This design comes from an exercise in tuning for small area, a short achievable clock period and few clock cycles per item on the open sky130 flow, not from production work. The RTL was checked by simulation tests, not by an equivalence proof against the original design. Power is estimated from default activity; no workload was simulated.

$ cat flow/design.v
`timescale 1ns/1ns
package sparse_cfg_pkg;
  localparam int LANES_DEF = 4;
  localparam int DATA_W_DEF = 8;
  localparam int ACC_W_DEF = 24;
  localparam int SHIFT_DEF = 4;
endpackage
`timescale 1ns/1ns
package ctrl_pkg;
  typedef enum logic [1:0] {
    IDLE  = 2'd0,
    ACCUM = 2'd1,
    DRAIN = 2'd2,
    HOLD  = 2'd3
  } ctrl_state_e;
  typedef enum logic [1:0] {
    MAC_HOLD  = 2'd0,
    MAC_START = 2'd1,
    MAC_ACC   = 2'd2,
    MAC_LAST  = 2'd3
  } mac_op_e;
endpackage
`timescale 1ns/1ns
module sparse_decoder #(
  parameter int LANES  = 4,
  parameter int DATA_W = 8
) (
  input  logic [LANES*DATA_W-1:0] act_packed,
  input  logic [LANES-1:0]        act_mask,
  output logic [LANES*DATA_W-1:0] lanes_d
);
  always_comb begin
    int idx;
    idx = 0;
    for (int i = 0; i < LANES; i++) begin
      lanes_d[i*DATA_W +: DATA_W] = '0;
      if (act_mask[i]) begin
        lanes_d[i*DATA_W +: DATA_W] = act_packed[idx*DATA_W +: DATA_W];
        idx = idx + 1;
      end
    end
  end
endmodule
`timescale 1ns/1ns
module mac_lanes #(
  parameter int LANES  = 4,
  parameter int DATA_W = 8,
  parameter int ACC_W  = 24
) (
  input  logic                    clk,
  input  logic [LANES*DATA_W-1:0] lanes_d,
  input  logic                    accept,
  input  logic                    weight_load,
  input  logic [LANES*DATA_W-1:0] weight_word,
  input  logic                    s1_en,
  input  logic                    acc_en,
  input  logic                    acc_clr,
  output logic [LANES*ACC_W-1:0]  acc_lanes
);
  localparam int NL = 2;
  logic [LANES*DATA_W-1:0] weight_q;
  logic [LANES*DATA_W-1:0] act_q;
  logic [NL-1:0]           lo_d  [LANES];
  logic [16:NL]            hs_d  [LANES];
  logic [16:NL]            hc_d  [LANES];
  logic [NL-1:0]           q_lo  [LANES];
  logic [16:NL]            q_hs  [LANES];
  logic [16:NL]            q_hc  [LANES];
  logic [ACC_W-1:0]        acc_q   [LANES];
  logic [ACC_W-1:0]        acc_sum [LANES];
  for (genvar i = 0; i < LANES; i++) begin : g_lane
    mul_tree mul (
      .a(act_q[i*DATA_W +: DATA_W]), .w(weight_q[i*DATA_W +: DATA_W]),
      .lo(lo_d[i]), .hi_s(hs_d[i]), .hi_c(hc_d[i])
    );
    acc_add add (
      .en(acc_en), .acc_in(acc_clr ? '0 : acc_q[i]),
      .lo(q_lo[i]), .hi_s(q_hs[i]), .hi_c(q_hc[i]), .sum(acc_sum[i])
    );
    assign acc_lanes[i*ACC_W +: ACC_W] = acc_q[i];
  end
  always_ff @(posedge clk) begin
    if (weight_load) begin
      weight_q <= weight_word;
    end
    if (accept) begin
      act_q <= lanes_d;
    end
    if (s1_en) begin
      for (int i = 0; i < LANES; i++) begin
        q_lo[i] <= lo_d[i];
        q_hs[i] <= hs_d[i];
        q_hc[i] <= hc_d[i];
      end
    end
    for (int i = 0; i < LANES; i++) begin
      acc_q[i] <= acc_sum[i];
    end
  end
endmodule
module mul_tree (
  input  logic [7:0]  a,
  input  logic [7:0]  w,
  output logic [1:0]  lo,       
  output logic [16:2] hi_s,     
  output logic [16:2] hi_c
);
  logic neg0, one0, two0, nneg0;
  logic pp0_0;
  logic pp0_1;
  logic pp0_2;
  logic pp0_3;
  logic pp0_4;
  logic pp0_5;
  logic pp0_6;
  logic pp0_7;
  logic pp0_8;
  logic neg1, one1, two1, nneg1;
  logic pp1_0;
  logic pp1_1;
  logic pp1_2;
  logic pp1_3;
  logic pp1_4;
  logic pp1_5;
  logic pp1_6;
  logic pp1_7;
  logic pp1_8;
  logic neg2, one2, two2, nneg2;
  logic pp2_0;
  logic pp2_1;
  logic pp2_2;
  logic pp2_3;
  logic pp2_4;
  logic pp2_5;
  logic pp2_6;
  logic pp2_7;
  logic pp2_8;
  logic neg3, one3, two3, nneg3;
  logic pp3_0;
  logic pp3_1;
  logic pp3_2;
  logic pp3_3;
  logic pp3_4;
  logic pp3_5;
  logic pp3_6;
  logic pp3_7;
  logic pp3_8;
  logic s1;
  logic c2;
  logic s3;
  logic c4;
  logic s5;
  logic c6;
  logic s7;
  logic c8;
  logic s9;
  logic c10;
  logic s11;
  logic c12;
  logic s13;
  logic c14;
  logic s15;
  logic c16;
  logic s17;
  logic c18;
  logic s19;
  logic c20;
  logic s21;
  logic c22;
  logic s23;
  logic c24;
  logic s25;
  logic c26;
  logic s27;
  logic c28;
  logic s29;
  logic c30;
  logic s31;
  logic c32;
  logic s33;
  logic c34;
  logic s35;
  logic c36;
  logic s37;
  logic c38;
  logic s39;
  logic c40;
  logic s41;
  logic c42;
  logic s43;
  logic c44;
  logic s45;
  logic c46;
  logic s47;
  logic c48;
  logic s49;
  logic c50;
  logic s51;
  logic c52;
  logic s53;
  logic c54;
  logic s55;
  logic c56;
  logic s57;
  logic c58;
  logic s59;
  logic c60;
  logic s61;
  logic c62;
  logic s63;
  logic c64;
  logic s65;
  logic c66;
  logic s67;
  logic c68;
  logic s69;
  logic c70;
  assign neg0 = w[1];
  assign nneg0 = ~w[1];
  assign one0 = w[0] ^ 1'b0;
  assign two0 = (w[1] & ~w[0] & ~1'b0) | (~w[1] & w[0] & 1'b0);
  assign pp0_0 = ((one0 & a[0]) | (two0 & 1'b0)) ^ neg0;
  assign pp0_1 = ((one0 & a[1]) | (two0 & a[0])) ^ neg0;
  assign pp0_2 = ((one0 & a[2]) | (two0 & a[1])) ^ neg0;
  assign pp0_3 = ((one0 & a[3]) | (two0 & a[2])) ^ neg0;
  assign pp0_4 = ((one0 & a[4]) | (two0 & a[3])) ^ neg0;
  assign pp0_5 = ((one0 & a[5]) | (two0 & a[4])) ^ neg0;
  assign pp0_6 = ((one0 & a[6]) | (two0 & a[5])) ^ neg0;
  assign pp0_7 = ((one0 & a[7]) | (two0 & a[6])) ^ neg0;
  assign pp0_8 = ((one0 & 1'b0) | (two0 & a[7])) ^ neg0;
  assign neg1 = w[3];
  assign nneg1 = ~w[3];
  assign one1 = w[2] ^ w[1];
  assign two1 = (w[3] & ~w[2] & ~w[1]) | (~w[3] & w[2] & w[1]);
  assign pp1_0 = ((one1 & a[0]) | (two1 & 1'b0)) ^ neg1;
  assign pp1_1 = ((one1 & a[1]) | (two1 & a[0])) ^ neg1;
  assign pp1_2 = ((one1 & a[2]) | (two1 & a[1])) ^ neg1;
  assign pp1_3 = ((one1 & a[3]) | (two1 & a[2])) ^ neg1;
  assign pp1_4 = ((one1 & a[4]) | (two1 & a[3])) ^ neg1;
  assign pp1_5 = ((one1 & a[5]) | (two1 & a[4])) ^ neg1;
  assign pp1_6 = ((one1 & a[6]) | (two1 & a[5])) ^ neg1;
  assign pp1_7 = ((one1 & a[7]) | (two1 & a[6])) ^ neg1;
  assign pp1_8 = ((one1 & 1'b0) | (two1 & a[7])) ^ neg1;
  assign neg2 = w[5];
  assign nneg2 = ~w[5];
  assign one2 = w[4] ^ w[3];
  assign two2 = (w[5] & ~w[4] & ~w[3]) | (~w[5] & w[4] & w[3]);
  assign pp2_0 = ((one2 & a[0]) | (two2 & 1'b0)) ^ neg2;
  assign pp2_1 = ((one2 & a[1]) | (two2 & a[0])) ^ neg2;
  assign pp2_2 = ((one2 & a[2]) | (two2 & a[1])) ^ neg2;
  assign pp2_3 = ((one2 & a[3]) | (two2 & a[2])) ^ neg2;
  assign pp2_4 = ((one2 & a[4]) | (two2 & a[3])) ^ neg2;
  assign pp2_5 = ((one2 & a[5]) | (two2 & a[4])) ^ neg2;
  assign pp2_6 = ((one2 & a[6]) | (two2 & a[5])) ^ neg2;
  assign pp2_7 = ((one2 & a[7]) | (two2 & a[6])) ^ neg2;
  assign pp2_8 = ((one2 & 1'b0) | (two2 & a[7])) ^ neg2;
  assign neg3 = w[7];
  assign nneg3 = ~w[7];
  assign one3 = w[6] ^ w[5];
  assign two3 = (w[7] & ~w[6] & ~w[5]) | (~w[7] & w[6] & w[5]);
  assign pp3_0 = ((one3 & a[0]) | (two3 & 1'b0)) ^ neg3;
  assign pp3_1 = ((one3 & a[1]) | (two3 & a[0])) ^ neg3;
  assign pp3_2 = ((one3 & a[2]) | (two3 & a[1])) ^ neg3;
  assign pp3_3 = ((one3 & a[3]) | (two3 & a[2])) ^ neg3;
  assign pp3_4 = ((one3 & a[4]) | (two3 & a[3])) ^ neg3;
  assign pp3_5 = ((one3 & a[5]) | (two3 & a[4])) ^ neg3;
  assign pp3_6 = ((one3 & a[6]) | (two3 & a[5])) ^ neg3;
  assign pp3_7 = ((one3 & a[7]) | (two3 & a[6])) ^ neg3;
  assign pp3_8 = ((one3 & 1'b0) | (two3 & a[7])) ^ neg3;
  assign s1 = neg3 ^ pp0_6;
  assign c2 = neg3 & pp0_6;
  assign s3 = pp0_7 ^ pp1_5;
  assign c4 = pp0_7 & pp1_5;
  assign s5 = pp0_8 ^ pp1_6;
  assign c6 = pp0_8 & pp1_6;
  assign s7 = nneg0 ^ 1'b1 ^ pp1_7;
  assign c8 = (nneg0 & 1'b1) | (nneg0 & pp1_7) | (1'b1 & pp1_7);
  assign s9 = 1'b1 ^ pp1_8;
  assign c10 = 1'b1 & pp1_8;
  assign s11 = neg1 ^ pp0_2;
  assign c12 = neg1 & pp0_2;
  assign s13 = pp0_3 ^ pp1_1;
  assign c14 = pp0_3 & pp1_1;
  assign s15 = neg2 ^ pp0_4 ^ pp1_2;
  assign c16 = (neg2 & pp0_4) | (neg2 & pp1_2) | (pp0_4 & pp1_2);
  assign s17 = pp0_5 ^ pp1_3 ^ pp2_1;
  assign c18 = (pp0_5 & pp1_3) | (pp0_5 & pp2_1) | (pp1_3 & pp2_1);
  assign s19 = pp1_4 ^ pp2_2 ^ pp3_0;
  assign c20 = (pp1_4 & pp2_2) | (pp1_4 & pp3_0) | (pp2_2 & pp3_0);
  assign s21 = pp2_3 ^ pp3_1 ^ c2;
  assign c22 = (pp2_3 & pp3_1) | (pp2_3 & c2) | (pp3_1 & c2);
  assign s23 = pp2_4 ^ pp3_2 ^ c4;
  assign c24 = (pp2_4 & pp3_2) | (pp2_4 & c4) | (pp3_2 & c4);
  assign s25 = pp2_5 ^ pp3_3 ^ c6;
  assign c26 = (pp2_5 & pp3_3) | (pp2_5 & c6) | (pp3_3 & c6);
  assign s27 = pp2_6 ^ pp3_4 ^ s9;
  assign c28 = (pp2_6 & pp3_4) | (pp2_6 & s9) | (pp3_4 & s9);
  assign s29 = nneg1 ^ pp2_7 ^ pp3_5;
  assign c30 = (nneg1 & pp2_7) | (nneg1 & pp3_5) | (pp2_7 & pp3_5);
  assign s31 = 1'b1 ^ pp2_8 ^ pp3_6;
  assign c32 = (1'b1 & pp2_8) | (1'b1 & pp3_6) | (pp2_8 & pp3_6);
  assign s33 = nneg2 ^ pp3_7;
  assign c34 = nneg2 & pp3_7;
  assign s35 = 1'b1 ^ pp3_8;
  assign c36 = 1'b1 & pp3_8;
  assign s37 = neg0 ^ pp0_0;
  assign c38 = neg0 & pp0_0;
  assign s39 = pp0_1 ^ c38;
  assign c40 = pp0_1 & c38;
  assign s41 = pp1_0 ^ s11 ^ c40;
  assign c42 = (pp1_0 & s11) | (pp1_0 & c40) | (s11 & c40);
  assign s43 = pp1_0 ^ s11;
  assign c44 = pp1_0 & s11;
  assign s45 = c12 ^ s13;
  assign c46 = c12 & s13;
  assign s47 = pp2_0 ^ c14 ^ s15;
  assign c48 = (pp2_0 & c14) | (pp2_0 & s15) | (c14 & s15);
  assign s49 = c16 ^ s17;
  assign c50 = c16 & s17;
  assign s51 = s1 ^ c18 ^ s19;
  assign c52 = (s1 & c18) | (s1 & s19) | (c18 & s19);
  assign s53 = s3 ^ c20 ^ s21;
  assign c54 = (s3 & c20) | (s3 & s21) | (c20 & s21);
  assign s55 = s5 ^ c22 ^ s23;
  assign c56 = (s5 & c22) | (s5 & s23) | (c22 & s23);
  assign s57 = s7 ^ c24 ^ s25;
  assign c58 = (s7 & c24) | (s7 & s25) | (c24 & s25);
  assign s59 = c8 ^ c26 ^ s27;
  assign c60 = (c8 & c26) | (c8 & s27) | (c26 & s27);
  assign s61 = c10 ^ s29 ^ c28;
  assign c62 = (c10 & s29) | (c10 & c28) | (s29 & c28);
  assign s63 = c30 ^ s31;
  assign c64 = c30 & s31;
  assign s65 = s33 ^ c32;
  assign c66 = s33 & c32;
  assign s67 = c34 ^ s35;
  assign c68 = c34 & s35;
  assign s69 = nneg3 ^ c36;
  assign c70 = nneg3 & c36;
  assign lo = {s39, s37};
  assign hi_s = {c70, c68, c66, c64, c62, c60, c58, c56, c54, c52, c50, c48, c46, c44, c40};
  assign hi_c = {1'b0, s69, s67, s65, s63, s61, s59, s57, s55, s53, s51, s49, s47, s45, s43};
endmodule
module acc_add (
  input  logic        en,
  input  logic [23:0] acc_in,
  input  logic [1:0]  lo,
  input  logic [16:2] hi_s,
  input  logic [16:2] hi_c,
  output logic [23:0] sum
);
  logic s1;
  logic c2;
  logic s3;
  logic c4;
  logic s5;
  logic c6;
  logic s7;
  logic c8;
  logic s9;
  logic c10;
  logic s11;
  logic c12;
  logic s13;
  logic c14;
  logic s15;
  logic c16;
  logic s17;
  logic c18;
  logic s19;
  logic c20;
  logic s21;
  logic c22;
  logic s23;
  logic c24;
  logic s25;
  logic c26;
  logic s27;
  logic c28;
  logic s29;
  logic c30;
  logic [23:0] row_a, row_b;
  logic [7:0]  hi_dec;
  logic [1:0]  glo;
  logic [16:2] ghs, ghc;
  assign glo = lo & {2{en}};
  assign ghs = hi_s & {15{en}};
  assign ghc = hi_c & {15{en}};
  assign hi_dec = acc_in[23:16] - {7'd0, en};
  assign s1 = acc_in[2] ^ ghs[2];
  assign c2 = acc_in[2] & ghs[2];
  assign s3 = acc_in[3] ^ ghs[3] ^ ghc[3];
  assign c4 = (acc_in[3] & ghs[3]) | (acc_in[3] & ghc[3]) | (ghs[3] & ghc[3]);
  assign s5 = acc_in[4] ^ ghs[4] ^ ghc[4];
  assign c6 = (acc_in[4] & ghs[4]) | (acc_in[4] & ghc[4]) | (ghs[4] & ghc[4]);
  assign s7 = acc_in[5] ^ ghs[5] ^ ghc[5];
  assign c8 = (acc_in[5] & ghs[5]) | (acc_in[5] & ghc[5]) | (ghs[5] & ghc[5]);
  assign s9 = acc_in[6] ^ ghs[6] ^ ghc[6];
  assign c10 = (acc_in[6] & ghs[6]) | (acc_in[6] & ghc[6]) | (ghs[6] & ghc[6]);
  assign s11 = acc_in[7] ^ ghs[7] ^ ghc[7];
  assign c12 = (acc_in[7] & ghs[7]) | (acc_in[7] & ghc[7]) | (ghs[7] & ghc[7]);
  assign s13 = acc_in[8] ^ ghs[8] ^ ghc[8];
  assign c14 = (acc_in[8] & ghs[8]) | (acc_in[8] & ghc[8]) | (ghs[8] & ghc[8]);
  assign s15 = acc_in[9] ^ ghs[9] ^ ghc[9];
  assign c16 = (acc_in[9] & ghs[9]) | (acc_in[9] & ghc[9]) | (ghs[9] & ghc[9]);
  assign s17 = acc_in[10] ^ ghs[10] ^ ghc[10];
  assign c18 = (acc_in[10] & ghs[10]) | (acc_in[10] & ghc[10]) | (ghs[10] & ghc[10]);
  assign s19 = acc_in[11] ^ ghs[11] ^ ghc[11];
  assign c20 = (acc_in[11] & ghs[11]) | (acc_in[11] & ghc[11]) | (ghs[11] & ghc[11]);
  assign s21 = acc_in[12] ^ ghs[12] ^ ghc[12];
  assign c22 = (acc_in[12] & ghs[12]) | (acc_in[12] & ghc[12]) | (ghs[12] & ghc[12]);
  assign s23 = acc_in[13] ^ ghs[13] ^ ghc[13];
  assign c24 = (acc_in[13] & ghs[13]) | (acc_in[13] & ghc[13]) | (ghs[13] & ghc[13]);
  assign s25 = acc_in[14] ^ ghs[14] ^ ghc[14];
  assign c26 = (acc_in[14] & ghs[14]) | (acc_in[14] & ghc[14]) | (ghs[14] & ghc[14]);
  assign s27 = acc_in[15] ^ ghs[15] ^ ghc[15];
  assign c28 = (acc_in[15] & ghs[15]) | (acc_in[15] & ghc[15]) | (ghs[15] & ghc[15]);
  assign s29 = hi_dec[0] ^ ghs[16] ^ ghc[16];
  assign c30 = (hi_dec[0] & ghs[16]) | (hi_dec[0] & ghc[16]) | (ghs[16] & ghc[16]);
  assign row_a = {hi_dec[7], hi_dec[6], hi_dec[5], hi_dec[4], hi_dec[3], hi_dec[2], hi_dec[1], c28, c26, c24, c22, c20, c18, c16, c14, c12, c10, c8, c6, c4, c2, ghc[2], acc_in[1], acc_in[0]};
  assign row_b = {1'b0, 1'b0, 1'b0, 1'b0, 1'b0, 1'b0, c30, s29, s27, s25, s23, s21, s19, s17, s15, s13, s11, s9, s7, s5, s3, s1, glo[1], glo[0]};
  assign sum = row_a + row_b;
endmodule
`timescale 1ns/1ns
module result_encoder #(
  parameter int LANES     = 4,
  parameter int DATA_W    = 8,
  parameter int ACC_W     = 24,
  parameter int OUT_SHIFT = 4
) (
  input  logic                    clk,
  input  logic [LANES*ACC_W-1:0]  acc_lanes,
  input  logic                    out_load,
  output logic [LANES*DATA_W-1:0] out_packed,
  output logic [LANES-1:0]        out_mask
);
  logic [LANES*DATA_W-1:0] packed_d;
  logic [LANES-1:0]        mask_d;
  function automatic int ones(input int m);
    ones = 0;
    for (int b = 0; b < LANES; b++) begin
      ones = ones + ((m >> b) & 1);
    end
  endfunction
  logic [DATA_W-1:0] q  [LANES];
  logic [LANES-1:0]  nz;
  always_comb begin
    for (int i = 0; i < LANES; i++) begin
      logic [ACC_W-1:0] a;
      logic             neg, ovf;
      a     = acc_lanes[i*ACC_W +: ACC_W];
      neg   = a[ACC_W-1];
      ovf   = |a[ACC_W-2:OUT_SHIFT+DATA_W];
      q[i]  = (a[OUT_SHIFT +: DATA_W] | {DATA_W{ovf}}) & {DATA_W{!neg}};
      nz[i] = !neg && (ovf || (|a[OUT_SHIFT +: DATA_W]));
    end
  end
  always_comb begin
    logic [LANES-1:0] sel [LANES];    
    for (int k = 0; k < LANES; k++) begin
      sel[k] = '0;
    end
    for (int j = 0; j < LANES; j++) begin
      for (int m = 0; m < (1 << j); m++) begin
        if ((nz & LANES'((1 << j) - 1)) == LANES'(m)) begin
          sel[ones(m)][j] = 1'b1;
        end
      end
    end
    for (int k = 0; k < LANES; k++) begin
      packed_d[k*DATA_W +: DATA_W] = '0;
      for (int j = k; j < LANES; j++) begin
        packed_d[k*DATA_W +: DATA_W] = packed_d[k*DATA_W +: DATA_W] | (q[j] & {DATA_W{sel[k][j]}});
      end
    end
    mask_d = nz;
  end
  always_ff @(posedge clk) begin
    if (out_load) begin
      out_packed <= packed_d;
      out_mask   <= mask_d;
    end
  end
endmodule
`timescale 1ns/1ns
module flow_controller (
  input  logic clk,
  input  logic rst_n,
  input  logic weights_valid,
  output logic weights_ready,
  input  logic act_valid,
  input  logic act_last,
  output logic act_ready,
  output logic out_valid,
  input  logic out_ready,
  output logic accept,       
  output logic weight_load,
  output logic s1_en,        
  output logic acc_en,       
  output logic acc_clr,      
  output logic out_load      
);
  logic in_group;
  logic v0, last0, first0;
  logic v1, last1, first1;
  logic pend;
  logic stall;
  logic v0_n, v1_n, pend_n, out_valid_n, in_group_n, act_ready_n, first1_n, acc_en_n;
  assign accept      = act_valid && act_ready;
  assign weight_load = weights_valid && weights_ready;
  assign stall    = pend && out_valid;
  assign s1_en    = !stall;
  assign out_load = pend && !stall;
  always_comb begin
    in_group_n  = accept ? !act_last : in_group;
    v0_n        = accept || (v0 && stall);
    v1_n        = stall ? v1 : v0;
    pend_n      = stall ? pend : (v1 && last1);
    out_valid_n = out_load || (out_valid && !out_ready);
    act_ready_n = !(v0_n && pend_n && out_valid_n);
    first1_n    = stall ? first1 : first0;
    acc_en_n    = v1_n && !(pend_n && out_valid_n);
  end
  always_ff @(posedge clk or negedge rst_n) begin
    if (!rst_n) begin
      in_group      <= 1'b0;
      v0            <= 1'b0;
      v1            <= 1'b0;
      pend          <= 1'b0;
      out_valid     <= 1'b0;
      act_ready     <= 1'b0;
      weights_ready <= 1'b0;
      acc_en        <= 1'b0;
      acc_clr       <= 1'b0;
    end else begin
      in_group      <= in_group_n;
      v0            <= v0_n;
      v1            <= v1_n;
      pend          <= pend_n;
      out_valid     <= out_valid_n;
      act_ready     <= act_ready_n;
      weights_ready <= act_ready_n && !in_group_n;
      acc_en        <= acc_en_n;
      acc_clr       <= acc_en_n && first1_n;
    end
  end
  always_ff @(posedge clk) begin
    if (accept) begin
      last0  <= act_last;
      first0 <= !in_group;
    end
    if (s1_en) begin
      last1  <= last0;
      first1 <= first0;
    end
  end
endmodule
`timescale 1ns/1ns
module sparse_top #(
  parameter int LANES     = sparse_cfg_pkg::LANES_DEF,
  parameter int DATA_W    = sparse_cfg_pkg::DATA_W_DEF,
  parameter int ACC_W     = sparse_cfg_pkg::ACC_W_DEF,
  parameter int OUT_SHIFT = sparse_cfg_pkg::SHIFT_DEF
) (
  input  logic                    clk,
  input  logic                    rst_n,
  input  logic [LANES*DATA_W-1:0] weights_in,
  input  logic                    weights_valid,
  output logic                    weights_ready,
  input  logic [LANES*DATA_W-1:0] act_packed,
  input  logic [LANES-1:0]        act_mask,
  input  logic                    act_last,
  input  logic                    act_valid,
  output logic                    act_ready,
  output logic [LANES*DATA_W-1:0] out_packed,
  output logic [LANES-1:0]        out_mask,
  output logic                    out_valid,
  input  logic                    out_ready
);
  logic [LANES*DATA_W-1:0] lanes_d;
  logic [LANES*ACC_W-1:0]  acc_lanes;
  logic accept, weight_load, s1_en, acc_en, acc_clr, out_load;
  flow_controller controller (
    .clk(clk), .rst_n(rst_n),
    .weights_valid(weights_valid), .weights_ready(weights_ready),
    .act_valid(act_valid), .act_last(act_last), .act_ready(act_ready),
    .out_valid(out_valid), .out_ready(out_ready),
    .accept(accept), .weight_load(weight_load),
    .s1_en(s1_en), .acc_en(acc_en), .acc_clr(acc_clr), .out_load(out_load)
  );
  sparse_decoder #(.LANES(LANES), .DATA_W(DATA_W)) decoder (
    .act_packed(act_packed), .act_mask(act_mask), .lanes_d(lanes_d)
  );
  mac_lanes #(.LANES(LANES), .DATA_W(DATA_W), .ACC_W(ACC_W)) mac (
    .clk(clk),
    .lanes_d(lanes_d), .accept(accept),
    .weight_load(weight_load), .weight_word(weights_in),
    .s1_en(s1_en), .acc_en(acc_en), .acc_clr(acc_clr), .acc_lanes(acc_lanes)
  );
  result_encoder #(
    .LANES(LANES), .DATA_W(DATA_W), .ACC_W(ACC_W), .OUT_SHIFT(OUT_SHIFT)
  ) encoder (
    .clk(clk),
    .acc_lanes(acc_lanes), .out_load(out_load),
    .out_packed(out_packed), .out_mask(out_mask)
  );
endmodule
$ cat flow/run.sh
#!/bin/bash
# synth_recipe.tcl (not shown) runs the flow's synth.tcl, then flattens the netlist and writes it again
# the make line also repeats each setting of config.mk as NAME=value (left out here)
make -C /OpenROAD-flow-scripts/flow DESIGN_CONFIG=/design/flow/config.mk WORK_HOME=/design/flow/orfs CLKGATE_MAP_FILE= SYNTH_SCRIPT=/design/flow/synth_recipe.tcl finish
$ cat flow/config.mk
export PLATFORM = sky130hd
export DESIGN_NAME = sparse_top
export DESIGN_NICKNAME = sparse_top
export VERILOG_FILES = /design/flow/design.v
export SDC_FILE = /design/flow/constraint.sdc
export NUM_CORES = 4
export LEC_CHECK = 0
export ABC_AREA = 1
export CAP_MARGIN = 20
export CORE_MARGIN = 2
export CORE_UTILIZATION = 50
export CTS_CLUSTER_DIAMETER = 250
export CTS_CLUSTER_SIZE = 25
export SETUP_SLACK_MARGIN = 3.8
export SLEW_MARGIN = 20
$ cat flow/constraint.sdc
create_clock -name core_clock -period 7.0 [get_ports {clk}]
set_input_delay 1.4000 -clock core_clock [delete_from_list [all_inputs] [get_ports {clk}]]
set_output_delay 1.4000 -clock core_clock [all_outputs]
set_load 0.01 [all_outputs]
==> summary.txt, run 1 <==
Placement
  – Routability cong.: 0.9098
  – DPL Wire Length: 47.39 mm
  – Number of port buffers: 112
  – Worst slack at placement: 1.900 ns
  – Placed cells: 3448

Power
  – Worst vdd rail ir drop: 0.0002830 V
  – Pleak: 12.99 nW
  – Flop pwr share: 26.8%
  – Clock network fraction of total power: 8.2%
  – Sw power: 6.770 mW
  – Cell Int Power: 6.990 mW
  – Switching fraction of total power: 49.20%
  – Power density over cell area: 520.9 mW/mm2
  – Comb power frac: 65.0%

Setup path
  – Setup CP Type: input pin to register
  – CP Data Arrival Time: 3.37 ns
  – R2R depth: 13
  – Critical Path Sink Type: register
  – R2r setup slk: 3.92 ns
  – Crit path launch: act_mask[0]
  – Worst reg2reg startpoint: controller.acc_clr
  – Reg2reg end: mac.acc_q[0][22]
  – Worst Path Required: 7.29 ns
  – CP Max Fanout: 26
  – CP Launch Type: input pin

Yosys
  – Post-synth EDFFs: 227
  – Mapped cell area: 0.02380 mm2
  – Commonest register cell after synthesis: edfxtp_1
  – Largest cells by area after synthesis: edfxtp_1 29%, fa_1 9.8%, ha_1 8.5%
  – FF+latch count, synth: 333
  – Post-synthesis cell type count: 49
  – Sequential fraction of the synthesis area: 37.75%
  – Post-synthesis cell count: 2771
  – Syn_nets: 3123
  – YS warnings: 18
  – Syn Area/Cell: 8.588 um2
  – Post-synth top area share: 28.65%
  – Post-synth top area cell: edfxtp_1
  – Ys async rst share: 2.703%

STA
  – Clock Skews: 0.03026 ns
  – Final Critical Period: 3.081 ns
  – Tcrit/Tclk final: 44.01%
  – Hold Violations, Final: 0
  – RSZ-0062 raised after global routing: yes
  – Final setup vio count: 0
  – Post-route setup slack: 3.919 ns
  – Slew @ Worst Pin: 1.043 ns
  – Rel. slew slack: 30.45%
  – Setup TNS: 0 ns
  – Final Max Tran Viols: 0
  – Peak Freq: 324.6 MHz

CTS
  – Worst skew pair latency: 0.54 ns
  – CTS tree: built
  – CTS buffer count: 17
  – Root Buffer: clkbuf_16
  – Clock sinks: 333
  – Max Buffers Root-to-Sink: 3
  – Clk pin slew, worst setup/hold paths: 0.11 ns
  – Htree depth: 1

Flow run
  – Total of max-cap violations: 0

Floorplan
  – DIE AREA: 0.04936 mm2
  – Die X: 222.2 um
  – Core ar.: 0.04675 mm2
  – Initial core utilization: 50.90%
  – Row cnt: 79
  – Top-Level Pins: 113
  – Die Y: 222.2 um

Min path
  – Worst min path class: register to register
  – Min-Delay Endpoint: controller.last1
  – Hold depth: 0
  – Hold_sp: controller.last0

Cells and area
  – Non-Filler Instances: 3508
  – Area added between synthesis and finish: 11.00%
  – Antenna fix cells: 0
  – Fillers: 4381
  – Share of cells above drive strength 1: 4.791%
  – Nets@finish: 3243

Global route
  – Initial antenna violation count: 0
  – Largest net degree at the start of global routing: 83
  – Number of global-route vias before repair: 17640
  – Gr usage total: 24.56%
  – Gr ovfl total: 0
  – First-pass GRT wire length: 96.87 mm

Routing
  – Iteration-0 DRC Markers: 1542
  – DR WL/cell: 17.48 um
  – DRC Markers: 0
  – Initial DRT Pass Iterations: 5
  – Post-DRT Antenna Nets: 0
  – Drt total wl: 61.33 mm
  – Avg Vias per Cell: 5.251
  – DR vias: 18420

Run status
  – Outcome: no timing/DRC/antenna violations
==> cell type report <==
class,count,area [um2],area share (%)
multi-input combinational,1900,12840,48.62
clock inverter,1,20.02,0.07579
clock buffer,28,466.7,1.767
tap,607,759.5,2.875
sequential,333,8991,34.04
inverter,489,1852,7.011
timing repair inverter,3,23.77,0.09000
timing repair buffer,147,1459,5.523
==> per-stage QoR <==
stage / hold WS, ns / cell area (um2) / util [%] / total power, mW
3_5_place_dp: 0.4063 / 25520 / 54.57 / 12.36
2_1_floorplan: 0.4003 / 23800 / - / 9.980
4_1_cts: 0.4289 / 26140 / 55.90 / 13.63
3_3_place_gp: 0.4075 / 25520 / 54.57 / 12.19
6_report: 0.4294 / 26410 / 56.50 / 13.76
5_1_grt: 0.4356 / 26410 / 56.50 / 15.20
==> logic make-up (layout without fill, tap and decap cells) <==
family	Yosys count	count (layout)	share of synthesized area, %
AND/OR/NAND/NOR	985	985	17.27
buffers and inverters	538	668	8.665
flip-flops	333	333	37.75
AO/OA/AOI/OAI	421	421	9.932
adder cells (fa/ha/maj)	278	278	18.28
XOR/XNOR	216	216	8.108
==> state kept, by name, summed over array words and instances (netlist names), 4 cells and up <==
name,count
encoder.out_packed,32
mac.act_q,32
mac.acc_q,96
mac.weight_q,32
mac.q_lo,8
mac.q_hs,60
encoder.out_mask,4
mac.q_hc,56
==> cell usage after synthesis, types with 9 or more instances <==
| cell | n |
|---|---|
| a21o_1 | 13 |
| a21oi_1 | 132 |
| buf_2 | 13 |
| clkbuf_1 | 27 |
| dfrtp_1 | 9 |
| dfxtp_1 | 97 |
| edfxtp_1 | 227 |
| fa_1 | 116 |
| ha_1 | 162 |
| inv_1 | 469 |
| inv_2 | 14 |
| nand2_1 | 529 |
| nand2_2 | 11 |
| nand3_1 | 110 |
| nand4_1 | 13 |
| nor2_1 | 266 |
| nor3_1 | 11 |
| nor4_1 | 10 |
| o211ai_1 | 11 |
| o21ai_0 | 120 |
| o21ai_1 | 9 |
| o22ai_1 | 114 |
| xnor2_1 | 22 |
| xor2_1 | 189 |
==> how the worst max path moves through the flow <==
stage               slack [ns]  cells after the start                to
floorplan                 3.81                     14  mac.acc_q[1][15]
CTS                       3.81                      8   mac.q_hc[3][10]
global placement          2.03                     11     mac.act_q[28]
detailed placement        1.90                     10     mac.act_q[25]
global route              3.76                     13  mac.acc_q[0][22]
finish                    3.92                     11     mac.act_q[28]
==> routing by layer <==
metal  global-route usage [%]  share of wire (%)  vias up
li1                         -                  -     9232
met1                    39.38                 52     8598
met2                    34.96                 41      530
met3                    3.021                5.3       60
met4                    5.580                2.1        0
met5                        0                  0        -
==> layout by cell type, fill, tap and decap left out, drive strengths merged, types with 110 or more instances in the layout <==
cell	Yosys	final
o21ai	131	131
inv	483	483
nand2	544	544
nand3	116	116
nor2	269	269
ha	162	162
edfxtp	227	227
clkdlybuf4s50	0	110
xor2	192	192
o22ai	114	114
fa	116	116
a21oi	132	132
==> timing repair <==
action / CTS / global route
hold buffers: 0 / 0
endpoints found under the setup margin: 88 / 83
setup buffers: 4 / 24
pin swaps: 0 / 3
hold endpoints to repair: 0 / 0
gates resized for setup: 24 / 31
cloned: 1 / 2
==> power by group through the flow <==
| stage | logic, mW | registers (mW) | clock network [mW] |
|---|---|---|---|
| after floorplan | 6.37 | 3.61 | 0 |
| after global placement | 8.40 | 3.79 | 0 |
| after detailed placement | 8.55 | 3.82 | 0 |
| after CTS | 8.74 | 3.72 | 1.17 |
| after global routing | 10.2 | 3.77 | 1.24 |
| final | 8.94 | 3.69 | 1.13 |
==> critical path: stages <==
cell             delay, ns
clkdlybuf4s18_2       0.42
inv_1                 0.17
ha_4                  0.46
inv_2                 0.13
nand2_1               0.13
nand2_4               0.13
buf_4                 0.18
o21ai_0               0.15
o22ai_1               0.10
inv_1                 0.06
nor2_1                0.03
Testbench counts, summed over its fixed seeds: cycles 11,168, groups 2,400.
==> inputs of run 2 (changes only) <==
--- a/flow/config.mk
+++ b/flow/config.mk
@@ -10,6 +10,6 @@
 export CORE_MARGIN = 2
-export CORE_UTILIZATION = 50
+export CORE_UTILIZATION = 40
 export CTS_CLUSTER_DIAMETER = 250
 export CTS_CLUSTER_SIZE = 25
-export SETUP_SLACK_MARGIN = 3.8
+export SETUP_SLACK_MARGIN = 4
 export SLEW_MARGIN = 20
==> run 2 against run 1 <==
Sequential share of layout area down 1.3 points. Cell area up 4.1%. Count of clock-buffer cells in the layout unchanged. Critical endpoint is now mac.acc_q[0][14].
==> summary.txt, run 2 <==
Global route
  – Gr usage total: 19.17%
  – Gr ovfl total: 0
  – Largest net degree at the start of global routing: 74
  – Initial antenna violation count: 0
  – GR Util met3: 2.076%
  – Met2 Resource Use GR: 27.74%
  – GRT busiest layer: met1
  – First-pass GRT wire length: 94.32 mm
  – Met1 usage: 30.06%
  – Number of global-route vias before repair: 17420

Run status
  – Outcome: no timing/DRC/antenna violations

CTS
  – Root Buffer: clkbuf_16
  – CTS buffer count: 17
  – Max Buffers Root-to-Sink: 3
  – Clock sinks: 333
  – Htree depth: 1
  – CTS Hold Buffers Added: 0
  – CTS tree: built
  – Worst skew pair latency: 0.56 ns
  – Clk pin slew, worst setup/hold paths: 0.11 ns

Routing
  – Initial DRT Pass Iterations: 6
  – Iteration-0 DRC Markers: 1479
  – DR vias: 18540
  – Avg Vias per Cell: 5.031
  – DRC Markers: 0
  – DR WL/cell: 16.43 um
  – Drt total wl: 60.51 mm
  – Post-DRT Antenna Nets: 0

Setup path
  – R2r setup slk: 4.08 ns
  – CP Data Arrival Time: 3.37 ns
  – Largest delay contributor family on the critical path: adder cells
  – Worst reg2reg startpoint: controller.acc_clr
  – CP max stage cell: dfrtp_4
  – Largest stage delay, worst path: 0.58 ns
  – Worst Path Required: 7.45 ns
  – CP dominant cell by count: nand2_1
  – Bufs and invs on worst path: 4
  – Setup CP Type: register to register
  – Cell Chain, Critical Path: buf_12 -> inv_16 -> nand2_1 -> fa_1 -> inv_1 -> ha_2 -> a21oi_2 -> nand2_1 -> a21boi_2 -> o21ai_1 -> nand2_1 -> inv_1 -> o21bai_1 -> nand2_1
  – CP Launch Type: register
  – R2R depth: 14
  – CP Max Fanout: 10
  – Reg2reg end: mac.acc_q[0][14]
  – Critical Path Sink Type: register

Min path
  – Hold depth: 0
  – Min-Delay Endpoint: controller.last1
  – Hold_sp: controller.last0
  – Worst min path class: register to register

Cells and area
  – Top Registers: mac.acc_q: 96 flops, mac.q_hs: 60 flops, mac.q_hc: 56 flops
  – Antenna fix cells: 0
  – Fillers: 5491
  – Nets@finish: 3252
  – Commonest non-fill, non-tap cell in the layout: nand2_1
  – Area added between synthesis and finish: 15.51%
  – Max FFs per register: 96
  – Commonest cells after routing, fill and taps aside: 515 x nand2_1, 467 x inv_1, 227 x edfxtp_1, 226 x nor2_1, 189 x xor2_1
  – Share of cells above drive strength 1: 9.035%
  – Largest Register: mac.acc_q

Floorplan
  – Top-Level Pins: 113
  – Row cnt: 89
  – Core ar.: 0.05891 mm2
  – Initial core utilization: 40.40%
  – Die Y: 247.9 um
  – DIE AREA: 0.06146 mm2
  – Die X: 247.9 um

STA
  – Final setup vio count: 0
  – Hold Violations, Final: 0
  – Slew @ Worst Pin: 0.9158 ns
  – Tcrit/Tclk final: 41.73%
  – Worst Hold Margin: 0.4439 ns
  – RSZ-0062 raised after global routing: yes
  – Peak Freq: 342.3 MHz
  – Final Critical Period: 2.921 ns
  – Rel. slew slack: 38.95%
  – Setup TNS: 0 ns
  – Clock Skews: 0.03471 ns
  – Final Max Tran Viols: 0

Yosys
  – Largest cells by area after synthesis: edfxtp_1 29%, fa_1 9.8%, ha_1 8.5%
  – Post-synth top area share: 28.65%
  – YS warnings: 18
  – Post-synth top area cell: edfxtp_1
  – Syn_nets: 3123
  – Post-synth EDFFs: 227
  – Post-synthesis cell count: 2771
  – Sequential fraction of the synthesis area: 37.75%
  – Post-synthesis cell type count: 49
  – Mapped cell area: 0.02380 mm2
  – Commonest register cell after synthesis: edfxtp_1
  – Most frequent cell after synthesis: nand2_1
  – Ys async rst share: 2.703%
  – FF+latch count, synth: 333
  – Most frequent cells after synthesis: 529 x nand2_1, 469 x inv_1, 266 x nor2_1
  – Syn Area/Cell: 8.588 um2

Power
  – Power density over cell area: 543.4 mW/mm2
  – Pleak: 13.07 nW
  – Worst vdd rail ir drop: 0.0002037 V

Placement
  – DPL Wire Length: 45.21 mm
  – Number of port buffers: 112
  – Routability cong.: 0.9477

Flow run
  – Total of max-cap violations: 0
-- run 2: per-stage QoR --
step                      power [mW]  setup slack, ns  instances  instance area [um2]  utilization (%)
final                          14.94            4.079       3684                27490            46.66
after global routing           16.31            3.901       3684                27490            46.66
after CTS                      13.78            3.929       3669                26620            45.19
after detailed placement       12.29            1.988       3613                25720            43.65
after global placement         12.11            2.127       3613                25720            43.65
after floorplan                9.987            4.008       2771                23810                -
-- run 2: how the worst max path moves through the flow --
stage | end | start | slack, ns | cells after the start
3_5_place_dp | mac.act_q[26] | act_mask[0] | 1.99 | 10
3_3_place_gp | mac.act_q[31] | act_mask[0] | 2.13 | 10
5_1_grt | mac.acc_q[0][14] | controller.acc_clr | 3.90 | 14
4_1_cts | mac.acc_q[1][23] | controller.acc_clr | 3.93 | 13
2_1_floorplan | mac.acc_q[1][14] | controller.acc_en | 4.01 | 14
6_report | mac.acc_q[0][14] | controller.acc_clr | 4.08 | 14
-- run 2: cell families (layout without fill, tap and decap cells) --
family / Yosys count / count (layout) / share of synthesized area (%)
AO/OA/AOI/OAI: 421 / 421 / 9.932
buffers and inverters: 538 / 678 / 8.665
adder cells (fa/ha/maj): 278 / 278 / 18.28
flip-flops: 333 / 333 / 37.75
AND/OR/NAND/NOR: 985 / 985 / 17.27
XOR/XNOR: 216 / 216 / 8.108
-- run 2: layout make-up --
| class | instances | area, um2 | share of cell area, % |
|---|---|---|---|
| multi-input combinational | 1900 | 13530 | 49.23 |
| inverter | 489 | 1856 | 6.751 |
| timing repair inverter | 4 | 32.53 | 0.1184 |
| sequential | 333 | 8992 | 32.72 |
| clock buffer | 28 | 466.7 | 1.698 |
| tap | 773 | 967.2 | 3.519 |
| clock inverter | 2 | 28.78 | 0.1047 |
| timing repair buffer | 155 | 1613 | 5.868 |
-- run 2: timing repair --
item                       CTS  global route
pin swaps                    1            12
setup endpoints to repair  129            87
setup buffers               22            12
gates cloned                 4             3
gates resized for setup     48           155
-- run 2: power by group --
group          internal [mW]  switching (mW)
Combinational           3.95            6.17
Clock                  0.474           0.670
Sequential              3.29           0.383
-- run 2: layer usage --
layer | up-vias | wire length [um]
li1 | 9236 | -
met2 | 563 | 24990
met4 | 0 | 1556
met3 | 85 | 3281
met1 | 8651 | 30690
met5 | - | 0
==> inputs of run 3 (changes only) <==
--- a/flow/config.mk
+++ b/flow/config.mk
@@ -10,5 +10,6 @@
 export CORE_MARGIN = 2
-export CORE_UTILIZATION = 40
+export CORE_UTILIZATION = 50
 export CTS_CLUSTER_DIAMETER = 250
 export CTS_CLUSTER_SIZE = 25
+export PLACE_DENSITY = 0.75
 export SETUP_SLACK_MARGIN = 4
==> run 3 against run 2 <==
Still clean. Sequential power about the same. Global-route usage grew 4.6 points. Non-clock buffer count up 1. Worst hold slack got worse by 0.0058 ns. First-iteration DRC count decreased by 5.1%. Setup slack got worse by 0.014 ns. Critical path depth decreased by 5. Wire length grew 0.48%. Final cell count fell by 4.5%. Synthesized cell count is the same. Sequential share of layout area is 0.26 points higher. Largest power group unchanged.
==> summary.txt, run 3 <==
Run status
  – Outcome: no timing/DRC/antenna violations

CTS
  – Worst skew pair latency: 0.53 ns
  – CTS buffer count: 17
  – Max Buffers Root-to-Sink: 3
  – CTS tree: built
  – Clk pin slew, worst setup/hold paths: 0.10 ns
  – Clock sinks: 333
  – CTS Hold Buffers Added: 0
  – Root Buffer: clkbuf_16
  – Htree depth: 1

STA
  – Clock Skews: 0.02424 ns
  – RSZ-0062 raised after global routing: yes
  – Slew @ Worst Pin: 1.067 ns
  – Final Critical Period: 2.935 ns
  – Final Max Tran Viols: 0
  – Rel. slew slack: 28.88%
  – Tcrit/Tclk final: 41.93%
  – Hold Violations, Final: 0
  – Final setup vio count: 0
  – Peak Freq: 340.7 MHz
  – Setup TNS: 0 ns

Floorplan
  – Die X: 222.2 um
  – Die Y: 222.2 um
  – DIE AREA: 0.04936 mm2
  – Top-Level Pins: 113
  – Row cnt: 79
  – Initial core utilization: 50.90%
  – Core ar.: 0.04675 mm2

Power
  – Power density over cell area: 545.3 mW/mm2
  – Pleak: 13.07 nW
  – Worst vdd rail ir drop: 0.0002591 V

Cells and area
  – Nets@finish: 3254
  – Top Registers: mac.acc_q: 96 flops, mac.q_hs: 60 flops, mac.q_hc: 56 flops
  – Area added between synthesis and finish: 14.59%
  – Commonest cells after routing, fill and taps aside: 517 x nand2_1, 467 x inv_1, 227 x edfxtp_1, 224 x nor2_1, 189 x xor2_1
  – Largest Register: mac.acc_q
  – Fillers: 4117
  – Max FFs per register: 96
  – Antenna fix cells: 0
  – Non-Filler Instances: 3519
  – Commonest non-fill, non-tap cell in the layout: nand2_1
  – Share of cells above drive strength 1: 9.341%

Global route
  – Gr usage total: 23.80%
  – Largest net degree at the start of global routing: 84
  – First-pass GRT wire length: 94.95 mm
  – Number of global-route vias before repair: 17990
  – Gr ovfl total: 0
  – Initial antenna violation count: 0

Routing
  – Avg Vias per Cell: 5.365
  – Post-DRT Antenna Nets: 0
  – DR WL/cell: 17.28 um
  – Drt total wl: 60.81 mm
  – Initial DRT Pass Iterations: 6
  – DR vias: 18880
  – DRC Markers: 0
  – Iteration-0 DRC Markers: 1403

Setup path
  – CP max stage cell: dfrtp_4
  – Largest stage delay, worst path: 0.58 ns
  – Crit path launch: controller.acc_clr
  – Reg2reg end: mac.acc_q[3][14]
  – Setup CP Type: register to register
  – Critical Path Sink Type: register
  – Cell Chain, Critical Path: buf_16 -> nor2_2 -> fa_1 -> ha_1 -> nand2_1 -> nor2_1 -> a21oi_2 -> o21ai_0 -> xor2_1
  – CP Launch Type: register
  – R2R depth: 9
  – Worst Path Required: 7.46 ns
  – CP Max Fanout: 29
  – R2r setup slk: 4.06 ns
  – CP Data Arrival Time: 3.40 ns
  – Setup crit end: mac.acc_q[3][14]
  – Worst reg2reg startpoint: controller.acc_clr

Yosys
  – Mux cell area share after synthesis: 0%
  – Commonest register cell after synthesis: edfxtp_1
  – Post-synthesis cell count: 2771
  – Post-synth top area cell: edfxtp_1
  – YS warnings: 18
  – Most frequent cells after synthesis: 529 x nand2_1, 469 x inv_1, 266 x nor2_1
  – Post-Synth Adder-Cell Area: 18.28%
  – Ys async rst share: 2.703%
  – Sequential fraction of the synthesis area: 37.75%
  – Most frequent cell after synthesis: nand2_1
  – FF+latch count, synth: 333
  – Largest family of logic cells by synthesized area: adder cells
  – Post-synth EDFFs: 227
  – Post-synthesis compound-gate area fraction: 9.932%
  – Post-synthesis cell type count: 49
  – Syn Area/Cell: 8.588 um2
  – Xor and xnor fraction of the mapped netlist area: 8.108%
  – Synth Area in Simple Gates: 17.27%
  – Syn_nets: 3123
  – Mapped cell area: 0.02380 mm2
  – Post-synth top area share: 28.65%
  – Largest cells by area after synthesis: edfxtp_1 29%, fa_1 9.8%, ha_1 8.5%

Min path
  – Hold depth: 0
  – Worst min path class: register to register

Placement
  – DPL Wire Length: 44.32 mm
  – Routability cong.: 1.007
  – Placed cells: 3447
  – Number of port buffers: 112

Flow run
  – Total of max-cap violations: 0
[run 3: cell count changes in the layout (fill, tap and decap cells not counted), moves of 3 or more]
cell / previous run / this run
ha_2: 12 / 18
o21ai_1: 17 / 20
a21oi_2: 18 / 25
nor2_2: 36 / 39
buf_12: 7 / 4
ha_4: 31 / 27
nand2_2: 23 / 20
a21oi_1: 112 / 105
[run 3: layout make-up]
class	instances	area [um2]	area share, %
flip-flops and latches	333	8992	32.98
well taps	607	759.5	2.785
repair inverters	5	45.04	0.1652
multi-input cells	1900	13530	49.60
repair buffers	156	1604	5.882
clock inverters	1	20.02	0.07341
clock buffers	28	466.7	1.711
inverters	489	1856	6.805
[run 3: worst max-delay path, delay by kind of cell (launching register included)]
kind / cells / cell delay, ns
AND/OR/NAND/NOR: 3 / 0.65
flip-flops: 1 / 0.58
buffers and inverters: 1 / 0.22
AO/OA/AOI/OAI: 2 / 0.37
adder cells (fa/ha/maj): 2 / 0.82
XOR/XNOR: 1 / 0.20
[run 3: repair_timing]
item | CTS | global route
pin swaps | 0 | 14
cloned | 4 | 4
endpoints found under the setup margin | 138 | 71
setup buffers | 24 | 11
resized for setup | 46 | 164
[run 3: layer usage]
metal  routed length [um]  vias to the layer above  GRT usage, %
met1                28880                     8957         35.11
met4                 1328                        0         4.577
li1                     -                     9245             -
met5                    0                        -             0
met2                27420                      604         38.40
met3                 3182                       75         2.213
[run 3: through the flow]
| step | setup WS, ns | power [mW] | area [um2] | hold slack [ns] | util, % |
|---|---|---|---|---|---|
| after floorplan | 4.008 | 9.987 | 23810 | 0.4003 | - |
| after global placement | 2.062 | 11.97 | 25510 | 0.4033 | 54.56 |
| after detailed placement | 1.921 | 12.20 | 25510 | 0.4164 | 54.56 |
| after CTS | 3.951 | 13.63 | 26400 | 0.4409 | 56.46 |
| after global routing | 3.964 | 16.20 | 27270 | 0.4548 | 58.32 |
| final | 4.065 | 14.87 | 27270 | 0.4380 | 58.32 |
[run 3: worst min-delay path by stage]
stage	from	end	slack, ns
6_report	controller.last0	controller.last1	0.44
5_1_grt	controller.last0	controller.last1	0.45
4_1_cts	controller.last0	controller.last1	0.44
3_5_place_dp	controller.last0	controller.last1	0.42
3_3_place_gp	controller.last0	controller.last1	0.40
2_1_floorplan	controller.last0	controller.last1	0.40
[run 3: cell families after synthesis]
kind of cell	count (synthesis)
simple gates	985
fa+ha+maj	278
flops	333
compound gates	421
buf+inv	538
xor+xnor	216
[run 3: report_power, final]
group / internal [mW] / leakage (nW) / switching (mW)
Combinational: 3.90 / 9.63 / 6.18
Clock: 0.471 / 0.232 / 0.651
Sequential: 3.29 / 3.21 / 0.382
Total: 7.66 / 13.1 / 7.21
==> inputs of run 4 (changes only) <==
--- a/flow/config.mk
+++ b/flow/config.mk
@@ -13,3 +13,2 @@
 export CTS_CLUSTER_SIZE = 25
-export PLACE_DENSITY = 0.75
 export SETUP_SLACK_MARGIN = 4
==> run 4 against run 3 <==
Still clean on timing, DRC and antenna. Sequential power barely moved. Area after synthesis unchanged. Global-route usage up 0.59 points. Total power decreased by 2.6%. Non-clock buffer count rose by 3. Critical endpoint is now mac.acc_q[2][17]. Largest cell class unchanged. Largest power group unchanged. Highest routed layer is now met5.
==> summary.txt, run 4 <==
Min path
  – Min-Delay Endpoint: controller.last1
  – Hold_sp: controller.last0
  – Worst min path class: register to register
  – Hold depth: 0

Cells and area
  – Top Registers: mac.acc_q: 96 flops, mac.q_hs: 60 flops, mac.q_hc: 56 flops
  – Non-Filler Instances: 3521
  – Commonest non-fill, non-tap cell in the layout: nand2_1
  – Antenna fix cells: 0
  – Largest Register: mac.acc_q
  – Fillers: 4198
  – Max FFs per register: 96
  – Nets@finish: 3255
  – FF+latch area: 0.008992 mm2
  – Share of cells above drive strength 1: 7.618%
  – Area added between synthesis and finish: 13.38%
  – Commonest cells after routing, fill and taps aside: 520 x nand2_1, 467 x inv_1, 248 x nor2_1, 227 x edfxtp_1, 189 x xor2_1
  – Multi-input gate area in the final layout: 0.01322 mm2

Yosys
  – Ys async rst share: 2.703%
  – Post-synthesis cell count: 2771
  – Most frequent cells after synthesis: 529 x nand2_1, 469 x inv_1, 266 x nor2_1
  – Post-synth EDFFs: 227
  – Sequential fraction of the synthesis area: 37.75%
  – Commonest register cell after synthesis: edfxtp_1
  – Post-synthesis cell type count: 49
  – YS warnings: 18
  – Post-synth top area share: 28.65%
  – Syn Area/Cell: 8.588 um2
  – FF+latch count, synth: 333
  – Mapped cell area: 0.02380 mm2
  – Most frequent cell after synthesis: nand2_1
  – Post-synth top area cell: edfxtp_1
  – Largest cells by area after synthesis: edfxtp_1 29%, fa_1 9.8%, ha_1 8.5%
  – Syn_nets: 3123

Floorplan
  – DIE AREA: 0.04936 mm2
  – Row cnt: 79
  – Die X: 222.2 um
  – Initial core utilization: 50.90%
  – Die Y: 222.2 um
  – Core ar.: 0.04675 mm2
  – Top-Level Pins: 113

Setup path
  – Reg2reg end: mac.acc_q[2][17]
  – Critical Path Sink Type: register
  – CP Data Arrival Time: 3.39 ns
  – Setup CP Type: register to register
  – R2R depth: 13
  – Largest stage delay, worst path: 0.53 ns
  – Worst Path Required: 7.45 ns
  – Worst reg2reg startpoint: controller.acc_en
  – R2r setup slk: 4.06 ns
  – CP Launch Type: register
  – CP max stage cell: dfrtp_4
  – CP Max Fanout: 5
  – CP dominant cell by count: nand2_1
  – Cell Chain, Critical Path: clkbuf_4 -> buf_4 -> nand2_1 -> inv_1 -> fa_1 -> ha_1 -> nand2_1 -> nor2_1 -> nand2_1 -> o21ai_1 -> nand2_1 -> nand3_1 -> nand2_1

CTS
  – Htree depth: 1
  – Max Buffers Root-to-Sink: 3
  – Clk pin slew, worst setup/hold paths: 0.10 ns
  – CTS Hold Buffers Added: 0
  – CTS buffer count: 17
  – Worst skew pair latency: 0.56 ns
  – Root Buffer: clkbuf_16
  – CTS tree: built
  – Clock sinks: 333

Power
  – Switching fraction of total power: 48.70%
  – Clock network fraction of total power: 7.8%
  – Power density over cell area: 536.7 mW/mm2
  – Pleak: 13.11 nW
  – Sw power: 7.051 mW
  – Cell Int Power: 7.428 mW
  – Worst vdd rail ir drop: 0.0002323 V
  – Flop pwr share: 25.5%
  – Comb power frac: 66.6%

STA
  – RSZ-0062 raised after global routing: yes
  – Final Critical Period: 2.937 ns
  – Clock Skews: 0.02564 ns
  – Final setup vio count: 0
  – Slew @ Worst Pin: 0.9571 ns
  – Peak Freq: 340.5 MHz
  – Final Max Tran Viols: 0
  – Setup TNS: 0 ns
  – Rel. slew slack: 36.19%
  – Hold Violations, Final: 0
  – Tcrit/Tclk final: 41.96%

Routing
  – Avg Vias per Cell: 5.281
  – Iteration-0 DRC Markers: 1658
  – Initial DRT Pass Iterations: 6
  – DR vias: 18590
  – DRC Markers: 0
  – Post-DRT Antenna Nets: 0
  – DR WL/cell: 17.50 um
  – Drt total wl: 61.62 mm

Run status
  – Outcome: no timing/DRC/antenna violations

Placement
  – Routability cong.: 0.9558
  – Placed cells: 3448
  – DPL Wire Length: 46.27 mm
  – Number of port buffers: 112

Global route
  – Gr ovfl total: 0
  – Gr usage total: 24.39%
  – First-pass GRT wire length: 96.21 mm
  – Largest net degree at the start of global routing: 76
  – Number of global-route vias before repair: 17580
  – Initial antenna violation count: 1

Flow run
  – Total of max-cap violations: 0
[run 4: cell counts after synthesis]
No cell type changed its count.
[run 4: logic make-up (layout without fill, tap and decap cells)]
logic type	count (synthesis)	after routing	share of synthesized area, %
buffers and inverters	538	681	8.665
AND/OR/NAND/NOR	985	985	17.27
XOR/XNOR	216	216	8.108
adder cells (fa/ha/maj)	278	278	18.28
flip-flops	333	333	37.75
AO/OA/AOI/OAI	421	421	9.932
[run 4: repair_timing]
action | in CTS | in global routing
cloned | 3 | 4
endpoints found under the setup margin | 127 | 82
pin swaps | 1 | 10
gates resized for setup | 35 | 110
buffers inserted | 21 | 15
[run 4: cell type report]
cell class	count	share of cell area (%)
Multi-Input combinational cell	1900	49.00
Sequential cell	333	33.33
Inverter	489	6.845
Timing Repair Buffer	159	6.103
Tap cell	607	2.815
Clock buffer	28	1.730
Clock inverter	2	0.1067
Timing Repair inverter	3	0.07420
[run 4: per-layer routing]
layer / vias to the layer above / track usage (%) / wire length [um]
li1: 9250 / - / -
met1: 8676 / 39.16 / 31420
met2: 593 / 35.55 / 25330
met3: 72 / 2.107 / 3305
met4: 2 / 5.122 / 1553
met5: - / 0 / 12
[run 4: worst max-delay path, delay by kind of cell (launching register included)]
family,cells,cell delay [ns]
buffers and inverters,3,0.42
AO/OA/AOI/OAI,1,0.31
AND/OR/NAND/NOR,7,0.73
flip-flops,1,0.53
adder cells (fa/ha/maj),2,0.86
[run 4: worst max path at each step]
stage / startpoint / endpoint / slack [ns] / cells past startpoint
2_1_floorplan: controller.acc_en / mac.acc_q[1][14] / 4.01 / 14
3_3_place_gp: act_mask[0] / mac.act_q[26] / 2.04 / 10
3_5_place_dp: act_mask[0] / mac.act_q[29] / 1.96 / 10
4_1_cts: controller.acc_clr / mac.acc_q[0][14] / 3.95 / 14
5_1_grt: controller.acc_en / mac.acc_q[2][17] / 3.88 / 14
6_report: controller.acc_en / mac.acc_q[2][17] / 4.06 / 13
[run 4: stage by stage]
step	area (um2)	power, mW	utilization (%)	hold WS [ns]	setup WS (ns)
after CTS	26350	13.69	56.37	0.4485	3.949
after global placement	25520	12.19	54.57	0.4054	2.043
final	26980	14.48	57.71	0.4456	4.063
after global routing	26980	15.83	57.71	0.4617	3.881
after detailed placement	25520	12.30	54.57	0.4262	1.955
after floorplan	23810	9.987	-	0.4003	4.008
[run 4: power by group through the flow]
stage	combinational, mW	sequential, mW	clock [mW]
floorplan	6.38	3.61	0
global placement	8.38	3.80	0
detailed placement	8.48	3.82	0
CTS	8.82	3.70	1.17
global route	10.8	3.78	1.23
finish	9.65	3.70	1.13
==> inputs of run 5 (changes only) <==
--- a/flow/config.mk
+++ b/flow/config.mk
@@ -11,4 +11,4 @@
 export CORE_UTILIZATION = 50
-export CTS_CLUSTER_DIAMETER = 250
-export CTS_CLUSTER_SIZE = 25
+export CTS_CLUSTER_DIAMETER = 200
+export CTS_CLUSTER_SIZE = 20
 export SETUP_SLACK_MARGIN = 4
==> run 5 against run 4 <==
Still clean. Die area unchanged. Cell area grew 1.2%. Clock power grew 9%. First-iteration DRC count is 7.7% lower. Count of clock-buffer cells in the layout rose by 6. Sequential power about the same. Fmax is 0.20% lower. Area after synthesis is the same. Total power grew 3.2%. Largest power group unchanged.
==> summary.txt, run 5 <==
Yosys
  – Commonest register cell after synthesis: edfxtp_1
  – FF+latch count, synth: 333
  – Most frequent cell after synthesis: nand2_1
  – Post-synthesis cell type count: 49
  – YS warnings: 18
  – Mapped cell area: 0.02380 mm2
  – Largest cells by area after synthesis: edfxtp_1 29%, fa_1 9.8%, ha_1 8.5%
  – Post-synth EDFFs: 227
  – Post-synthesis cell count: 2771
  – Syn Area/Cell: 8.588 um2
  – Most frequent cells after synthesis: 529 x nand2_1, 469 x inv_1, 266 x nor2_1
  – Sequential fraction of the synthesis area: 37.75%
  – Post-synth top area cell: edfxtp_1
  – Syn_nets: 3123
  – Post-synth top area share: 28.65%
  – Ys async rst share: 2.703%

Routing
  – Avg Vias per Cell: 5.288
  – DRC Markers: 0
  – Initial DRT Pass Iterations: 5
  – Post-DRT Antenna Nets: 0
  – DR vias: 18630
  – DR WL/cell: 17.57 um
  – Drt total wl: 61.91 mm
  – Iteration-0 DRC Markers: 1531

STA
  – Rel. slew slack: 36.55%
  – Final Max Tran Viols: 0
  – RSZ-0062 raised after global routing: yes
  – Hold Violations, Final: 0
  – Tcrit/Tclk final: 42.04%
  – Setup TNS: 0 ns
  – Clock Skews: 0.02880 ns
  – Worst Hold Margin: 0.4451 ns
  – Slew @ Worst Pin: 0.9518 ns
  – Final setup vio count: 0
  – Peak Freq: 339.8 MHz
  – Post-route setup slack: 4.057 ns
  – Final Critical Period: 2.943 ns

Cells and area
  – Top Registers: mac.acc_q: 96 flops, mac.q_hs: 60 flops, mac.q_hc: 56 flops
  – Commonest cells after routing, fill and taps aside: 515 x nand2_1, 467 x inv_1, 233 x nor2_1, 227 x edfxtp_1, 189 x xor2_1
  – Design Area, Final: 0.02730 mm2
  – Commonest non-fill, non-tap cell in the layout: nand2_1
  – Largest Register: mac.acc_q
  – Area added between synthesis and finish: 14.71%
  – Share of cells above drive strength 1: 9.294%
  – Non-Filler Instances: 3523
  – Nets@finish: 3254
  – Max FFs per register: 96
  – Antenna fix cells: 0

Placement
  – Worst slack at placement: 1.955 ns
  – Routability cong.: 0.9558
  – Number of port buffers: 112
  – DPL Wire Length: 46.27 mm
  – Placed inst area: 0.02552 mm2
  – Placed cells: 3448

Run status
  – Outcome: no timing/DRC/antenna violations

Global route
  – Gr usage total: 24.46%
  – First-pass GRT wire length: 96.44 mm
  – Gr ovfl total: 0
  – Number of global-route vias before repair: 17610
  – Largest net degree at the start of global routing: 76
  – Initial antenna violation count: 1

CTS
  – Clock sinks: 333
  – Worst skew pair latency: 0.57 ns
  – CTS tree: built
  – CTS Hold Buffers Added: 0
  – Clk pin slew, worst setup/hold paths: 0.10 ns
  – Root Buffer: clkbuf_16
  – Max Buffers Root-to-Sink: 3
  – Htree depth: 1
  – CTS buffer count: 20

Power
  – Flop pwr share: 24.8%
  – Comb power frac: 67.0%
  – Switching fraction of total power: 48.40%
  – Clock network fraction of total power: 8.2%
  – Worst vdd rail ir drop: 0.0002809 V
  – Cell Int Power: 7.712 mW
  – Power density over cell area: 547.6 mW/mm2
  – Sw power: 7.235 mW
  – Pleak: 13.13 nW

Setup path
  – Worst Path Required: 7.45 ns
  – R2R depth: 13
  – CP Data Arrival Time: 3.40 ns
  – Setup CP Type: register to register
  – Critical Path Sink Type: register
  – CP Max Fanout: 24
  – CP Launch Type: register

Min path
  – Hold depth: 0
  – Worst min path class: register to register

Floorplan
  – Row cnt: 79
  – Core ar.: 0.04675 mm2
  – Die X: 222.2 um
  – Die Y: 222.2 um
  – DIE AREA: 0.04936 mm2
  – Initial core utilization: 50.90%
  – Top-Level Pins: 113

Flow run
  – Total of max-cap violations: 0
## run 5: repair_timing
| action | 4_1_cts | 5_1_grt |
|---|---|---|
| endpoints found under the hold margin | 0 | 0 |
| gates cloned | 3 | 4 |
| setup buffers | 21 | 11 |
| endpoints found under the setup margin | 127 | 76 |
| resized for setup | 39 | 166 |
| pin swaps | 1 | 7 |
## run 5: final cells by class
class | count | area, um2
fillers | 4178 | 19460
multi-input cells | 1900 | 13480
flip-flops and latches | 333 | 8991
inverters | 489 | 1847
repair buffers | 155 | 1617
well taps | 607 | 759.5
clock buffers | 34 | 553.0
clock inverters | 2 | 25.02
repair inverters | 3 | 20.02
## run 5: path summary, 6_finish.rpt
path / end / slack (ns) / startpoint
hold reg to reg: controller.last1 / 0.45 / controller.last0
hold / removal: controller.last1 / 0.45 / controller.last0
setup reg to reg: mac.acc_q[0][14] / 4.06 / controller.acc_en
max in group asynchronous: controller.acc_en / 5.55 / rst_n
setup / recovery: mac.acc_q[0][14] / 4.06 / controller.acc_en
min in group asynchronous: controller.out_valid / 1.12 / rst_n
## run 5: kinds of logic after synthesis
| kind of cell | Yosys count | share of synthesized area, % |
|---|---|---|
| simple gates | 985 | 17.27 |
| compound gates | 421 | 9.932 |
| xor+xnor | 216 | 8.108 |
| flops | 333 | 37.75 |
| fa+ha+maj | 278 | 18.28 |
| buf+inv | 538 | 8.665 |
## run 5: layer usage
metal | GRT usage (%) | share of wire [%]
met5 | 0 | 0.018
met4 | 5.209 | 2.1
met3 | 2.518 | 5.7
met2 | 35.58 | 42
met1 | 39.06 | 51
## run 5: power groups by stage
| stage | registers (mW) | logic [mW] | clock network [mW] |
|---|---|---|---|
| after global placement | 3.80 | 8.38 | 0 |
| after detailed placement | 3.82 | 8.48 | 0 |
| after global routing | 3.79 | 11.2 | 1.33 |
| after CTS | 3.70 | 8.84 | 1.26 |
| final | 3.71 | 10.0 | 1.23 |
| after floorplan | 3.61 | 6.38 | 0 |
## run 5: stage by stage
step | util, % | power [mW]
4_1_cts | 56.57 | 13.80
6_report | 58.38 | 14.95
2_1_floorplan | - | 9.987
5_1_grt | 58.38 | 16.30
3_5_place_dp | 54.57 | 12.30
3_3_place_gp | 54.57 | 12.19
## run 5: critical path, stage by stage (launching register included)
cell,delay [ns]
dfrtp_4,0.60
buf_4,0.18
clkbuf_16,0.19
nand2_1,0.07
inv_1,0.07
fa_1,0.49
ha_4,0.32
nand2_1,0.09
nor2_1,0.16
inv_1,0.08
o21ai_1,0.30
nand2_1,0.12
nand3b_1,0.10
nand2_1,0.05

-- what the ideal ports hide --
In the flow no input, the clock included, has a driving cell. The finished layouts below were timed again as built, in two steps.
Step 1 assumes that a clkbuf_16 drives the clock port and a buf_2 every other input.
Step 2 times the ports against the registers' clock, not the clock port: input delays grow and output delays shrink by t, the midpoint of the rising clock arrivals with the driver on.
Three values: ideal, step 1, step 2; two values: the first two.
run | t, ns | slack for setup (ns) | clock arrival spread, ns | worst register clock-pin slew, ns
run 1 | 0.579 | 3.919 / 3.924 / 3.370 | 0.030 / 0.030 | 0.11 / 0.11
run 2 | 0.595 | 4.079 / 4.032 / 3.589 | 0.035 / 0.035 | 0.12 / 0.12
run 3 | 0.577 | 4.065 / 4.037 / 3.624 | 0.030 / 0.030 | 0.11 / 0.11
run 4 | 0.599 | 4.063 / 4.027 / 3.598 | 0.026 / 0.026 | 0.11 / 0.11
run 5 | 0.607 | 4.057 / 4.057 / 3.608 | 0.031 / 0.031 | 0.10 / 0.10
After both steps every run listed still meets setup and hold. The setup slack of run 1, which loses most, moves by +0.005 ns with the drivers and by -0.549 ns with both steps.
